This design comes from an exercise in tuning for small area, a short achievable clock period and few clock cycles per item on the open sky130 flow, not from production work.
The RTL was checked by simulation tests, not by an equivalence proof against the original design.

// ntt_butterfly
module ntt_butterfly (
  input  logic        clk,
  input  logic        rst,
  input  logic        in_valid,
  output logic        in_ready,
  input  logic        in_mode,
  input  logic [11:0] in_a,
  input  logic [11:0] in_b,
  input  logic [11:0] in_zeta,
  input  logic [7:0]  in_idx,
  output logic        out_valid,
  input  logic        out_ready,
  output logic [11:0] out_a,
  output logic [11:0] out_b,
  output logic [7:0]  out_idx,
  output logic        busy
);
Size in the first run: about 0.013 mm² of cells after synthesis.
==> flow/config.mk <==
export PLATFORM = sky130hd
export DESIGN_NAME = ntt_butterfly
export DESIGN_NICKNAME = ntt_butterfly
export VERILOG_FILES = /design/flow/design.v
export SDC_FILE = /design/flow/constraint.sdc
export NUM_CORES = 4
export LEC_CHECK = 0
export CAP_MARGIN = 20
export CORE_MARGIN = 2
export CORE_UTILIZATION = 40
export SLEW_MARGIN = 20
==> flow/constraint.sdc <==
create_clock -name core_clock -period 14.0 [get_ports {clk}]
set_input_delay 2.8000 -clock core_clock [delete_from_list [all_inputs] [get_ports {clk}]]
set_output_delay 2.8000 -clock core_clock [all_outputs]
set_load 0.01 [all_outputs]
standard.sh (not shown) runs the stock make flow with config.mk's settings and CLKGATE_MAP_FILE= SYNTH_SCRIPT=/design/flow/synth_recipe.tcl, a recipe that flattens the netlist after the stock synthesis.
==> flow/flow/run.sh <==
#!/bin/bash
# Standard layout with these changes to how it is made:
#  - port buffers are buf_2 cells instead of the flow's default choice (a
#    slow delay buffer);
#  - timing repair aims for a 6.0 ns critical path (setup margin 8.0 ns
#    against the 14 ns clock);
#  - the clock tree is built from clkbuf_8 cells, without the dummy loads
#    clock tree synthesis adds to balance its branches;
#  - after the standard synthesis, invopt4.py picks the polarity of the
#    adder cells (a full adder is self-dual; a half adder is rebuilt as an
#    XOR/XNOR and an AND-type gate when that helps) and of gates that have a
#    complementary twin (AND/NAND, AOI/AO, ...) to drop the inverters Yosys
#    leaves between them; the netlist keeps the same function, registers
#    and ports.
set -euo pipefail
ARGS=("BUFFER_PORTS_ARGS=-buffer_cell sky130_fd_sc_hd__buf_2" SETUP_SLACK_MARGIN=8.0 "CTS_ARGS=-sink_clustering_enable -repair_clock_nets -buf_list sky130_fd_sc_hd__clkbuf_8 -dont_use_dummy_load")
R=$PWD/orfs/results/$FLOW_PLATFORM/ntt_butterfly/base
bash standard.sh "${ARGS[@]}" synth > synth.log 2>&1
cp $R/1_2_yosys.v 1_2_yosys_standard.v
python3 flow/invopt4.py 1_2_yosys_standard.v $R/1_2_yosys.v > invopt.log 2>&1
rm -f $R/1_synth.odb $R/1_synth.sdc
bash standard.sh "${ARGS[@]}" finish > standard.log 2>&1
Other scripts of this flow, unchanged in this note and not shown: flow/flow/invopt4.py
Testbench counts at the start, summed over its fixed seeds: cycles 16,024, items 16,000.
Change:
--- a/flow/flow/run.sh
+++ b/flow/flow/run.sh
@@ -1,3 +1,3 @@
 #!/bin/bash
-# Standard layout with these changes to how it is made:
+# Standard layout with four changes to how it is made:
 #  - port buffers are buf_2 cells instead of the flow's default choice (a
@@ -6,4 +6,3 @@
 #    against the 14 ns clock);
-#  - the clock tree is built from clkbuf_8 cells, without the dummy loads
-#    clock tree synthesis adds to balance its branches;
+#  - the clock tree is built from clkbuf_8 cells;
 #  - after the standard synthesis, invopt4.py picks the polarity of the
@@ -15,3 +14,3 @@
 set -euo pipefail
-ARGS=("BUFFER_PORTS_ARGS=-buffer_cell sky130_fd_sc_hd__buf_2" SETUP_SLACK_MARGIN=8.0 "CTS_ARGS=-sink_clustering_enable -repair_clock_nets -buf_list sky130_fd_sc_hd__clkbuf_8 -dont_use_dummy_load")
+ARGS=("BUFFER_PORTS_ARGS=-buffer_cell sky130_fd_sc_hd__buf_2" SETUP_SLACK_MARGIN=8.0 "CTS_BUF_LIST=sky130_fd_sc_hd__clkbuf_8")
 R=$PWD/orfs/results/$FLOW_PLATFORM/ntt_butterfly/base
The new run produced a clean layout.
Die area stays the same.
Routed wire length rises by 0.63%.
Sequential share of layout area falls by 0.48 points.
Non-clock buffer count rises by 6.
Utilization rises by 0.78 points.
Final cell count rises by 1.3%.
First-iteration DRC count falls by 7.9%.

what the ideal ports hide:
How much do the figures lean on ideal ports? The routed layouts below were timed once more, with nothing changed but the port constraints.
Step 1 (the two cells are an assumption about what drives the block):
set clk [get_ports {clk}]
set_driving_cell -lib_cell sky130_fd_sc_hd__clkbuf_16 $clk
set_driving_cell -lib_cell sky130_fd_sc_hd__buf_2 [delete_from_list [all_inputs] $clk]
Step 2 also shifts input and output timing later by t, the mid clock arrival at the registers, as if the neighbouring blocks saw the same clock.
Slacks: no drivers / after step 1 / after step 2; pairs: no drivers / after step 1.
run | t, ns | slack for setup (ns) | pins driven straight from the clock port
the first run | 0.484 | 8.039 / 7.996 / 7.512 | 1
the second run | 0.494 | 8.042 / 7.982 / 7.488 | 1
After both steps every run listed still meets setup and hold. For the second run, which loses most, drivers alone change the setup slack by -0.060 ns; drivers and shift together by -0.554 ns.
